Context: an optimization exercise on an open-source flow, tuned for small area, a short achievable clock period and few clock cycles per item. The choices shown serve that exercise and are no tape-out recipe.
The RTL was checked by simulation tests, not by an equivalence proof against the original design.
Power is estimated from default activity; no workload was simulated.

before:
Design motor_speed_pid, start of the top module:
module motor_speed_pid (
  input  logic                                  clk,
  input  logic                                  rst_n,
  input  logic                                  in_valid,
  output logic                                  in_stall,
  input  logic signed [msp_pkg::SPEED_BITS-1:0] in_speed_command,
  input  logic [msp_pkg::SPEED_BITS-1:0]        in_measured_speed,
  input  logic                                  in_restart,
  output logic                                  out_valid,
  input  logic                                  out_stall,
  output logic                                  out_direction,
  output logic [msp_pkg::DUTY_W-1:0]            out_duty,
  input  logic                                  psel,
  input  logic                                  penable,
  input  logic                                  pwrite,
  input  logic [3:0]                            paddr,
  input  logic [31:0]                           pwdata,
  output logic [31:0]                           prdata,
  output logic                                  pready
);
For scale: about 240 flip-flops, ~120 I/O pins, ~28000 um^2 of cells after synthesis.
clock: 9.0 ns
lec_check: 0
abc_area: 1
cap_margin: 20
core_margin: 2
core_utilization: 70
cts_buf_list: sky130_fd_sc_hd__clkbuf_8
cts_cluster_diameter: 60
cts_cluster_size: 15
setup_slack_margin: 4.5
slew_margin: 20
tns_end_percent: 0
standard.sh (not shown) runs the stock make flow with config.mk's settings and CLKGATE_MAP_FILE= SYNTH_SCRIPT=/design/flow/synth_recipe.tcl, a recipe that flattens the netlist after the stock synthesis.
==> flow/flow/run.sh <==
#!/bin/bash
# Layout: the standard flow (standard.sh, unchanged synthesis and steps), with plain
# sky130_fd_sc_hd__buf_2 cells as the input and output port buffers in place of the cell
# buffer_ports picks by default. Every port still gets its own buffer.
set -euo pipefail
export BUFFER_PORTS_ARGS="-buffer_cell sky130_fd_sc_hd__buf_2"
bash standard.sh > standard_flow.log 2>&1
before completed end to end with timing, DRC and antenna clean.
Testbench counts of before, summed over its fixed seeds: cycles 16,024, items 16,000.
Setup changes, before to after
--- a/flow/design.v
+++ b/flow/design.v
@@ -28,4 +28,23 @@
 endmodule
 `timescale 1ns / 1ps
+module msp_fa (
+  input  logic a,
+  input  logic b,
+  input  logic c,
+  output logic s,
+  output logic co
+);
+  assign s  = a ^ b ^ c;
+  assign co = (a & b) | (c & (a ^ b));
+endmodule
+module msp_ha (
+  input  logic a,
+  input  logic b,
+  output logic s,
+  output logic co
+);
+  assign s  = a ^ b;
+  assign co = a & b;
+endmodule
 `timescale 1ns / 1ps
 module msp_mul_t (
Delta (after minus before): final-layout clock buffer total now sits lower, share of synthesized cell area in full adder, half adder and majority cells now sits at about the same level, core region area now sits at about the same level. On leakage component of the power, after and before are basically level. after ends up with a number of instances in the synthesized netlist that is 35 lower than in before. Comparing after and before, the lower register area was measured on before.
Testbench counts of after, summed over its fixed seeds: cycles 16,024, items 16,000.

--- another note on this design; it stands on its own ---

== main ==
Design motor_speed_pid, start of the top module:
module motor_speed_pid (
  input  logic                                  clk,
  input  logic                                  rst_n,
  input  logic                                  in_valid,
  output logic                                  in_stall,
  input  logic signed [msp_pkg::SPEED_BITS-1:0] in_speed_command,
  input  logic [msp_pkg::SPEED_BITS-1:0]        in_measured_speed,
  input  logic                                  in_restart,
  output logic                                  out_valid,
  input  logic                                  out_stall,
  output logic                                  out_direction,
  output logic [msp_pkg::DUTY_W-1:0]            out_duty,
  input  logic                                  psel,
  input  logic                                  penable,
  input  logic                                  pwrite,
  input  logic [3:0]                            paddr,
  input  logic [31:0]                           pwdata,
  output logic [31:0]                           prdata,
  output logic                                  pready
);
Size: about 3400 cells after synthesis, roughly 28000 um^2 of cells after synthesis.
export LEC_CHECK = 0
export ABC_AREA = 1
export ABC_CLOCK_PERIOD_IN_PS = 4500
export CAP_MARGIN = 20
export CORE_MARGIN = 2
export CORE_UTILIZATION = 40
export SETUP_SLACK_MARGIN = 4.5
export SLEW_MARGIN = 20
create_clock -name core_clock -period 9.0 [get_ports {clk}]
run.sh (not shown) runs the stock make flow with config.mk's settings and CLKGATE_MAP_FILE= SYNTH_SCRIPT=/design/flow/synth_recipe.tcl, a recipe that flattens the netlist after the stock synthesis.
Testbench counts of main, summed over its fixed seeds: cycles 16,024, items 16,000.
[inputs] the feature branch vs main
Settings: clearing ABC_CLOCK_PERIOD_IN_PS, which used to be 4500; putting CTS_BUF_LIST at sky130_fd_sc_hd__clkbuf_8 where nothing was set; putting TNS_END_PERCENT at 0 where nothing was set; swapping 40 for 60 in CORE_UTILIZATION.
==> flow/flow/run.sh (new file) <==
#!/bin/bash
# Layout: the standard flow (standard.sh, unchanged synthesis and steps), with plain
# sky130_fd_sc_hd__buf_2 cells as the input and output port buffers in place of the cell
# buffer_ports picks by default. Every port still gets its own buffer.
set -euo pipefail
export BUFFER_PORTS_ARGS="-buffer_cell sky130_fd_sc_hd__buf_2"
bash standard.sh > standard_flow.log 2>&1
==> flow/standard.sh (new file) <==
#!/bin/bash
# synth_recipe.tcl (not shown) runs the flow's synth.tcl, then flattens the netlist and writes it again
# the make line also repeats each setting of config.mk as NAME=value (left out here)
make -C /OpenROAD-flow-scripts/flow DESIGN_CONFIG=/design/flow/config.mk WORK_HOME=/design/flow/orfs CLKGATE_MAP_FILE= SYNTH_SCRIPT=/design/flow/synth_recipe.tcl "${@:-finish}"
removed: flow/run.sh
[summary]
- From main to the feature branch the numbers moved as follows: peak per-stage delay on the critical path essentially unchanged, clock network power share decreased 2.1 points, post-route non-filler standard cell count decreased 9.2%, area added between synthesis and finish decreased 11 points.
- Between the feature branch and main, the CTS buffer count is higher for the feature branch.
- Of the feature branch and main, the run reporting the lower minimum period implied by the final worst setup slack was main.
- Looking at global-route usage across the feature branch and main, the one that comes out higher is the feature branch.
- Final core utilization is lower on main
- main ended up with is2_r[5] as its endpoint of the most critical setup path; the feature branch ended up with prdata[5].

re-timing with driven ports:
In the flow no input, the clock included, has a driving cell. The finished layouts below were timed again as built, in two steps. Step 1: set_driving_cell puts a clkbuf_16 on clk and a buf_2 on each other input, an assumption about the parent block. Step 2, shift: input delay + t, output delay - t, t = (earliest + latest rising clock arrival at the registers) / 2. This alone moves slack from input paths to output paths. Slacks: ideal ports / drivers / drivers and shift; pairs: ideal ports / drivers.
run | t, ns | slack for setup (ns) | worst register clock-pin slew, ns
before | 0.663 | 4.255 / 4.229 / 4.100 | 0.11 / 0.11
after | 0.689 | 4.339 / 4.339 / 4.168 | 0.10 / 0.10
main | 0.625 | 3.981 / 3.981 / 3.494 | 0.07 / 0.07
the feature branch | 0.684 | 3.939 / 3.918 / 3.330 | 0.07 / 0.07
After both steps setup and hold are still met in every run listed. For the feature branch, which loses most, drivers alone change the setup slack by -0.021 ns; drivers and shift together by -0.609 ns.
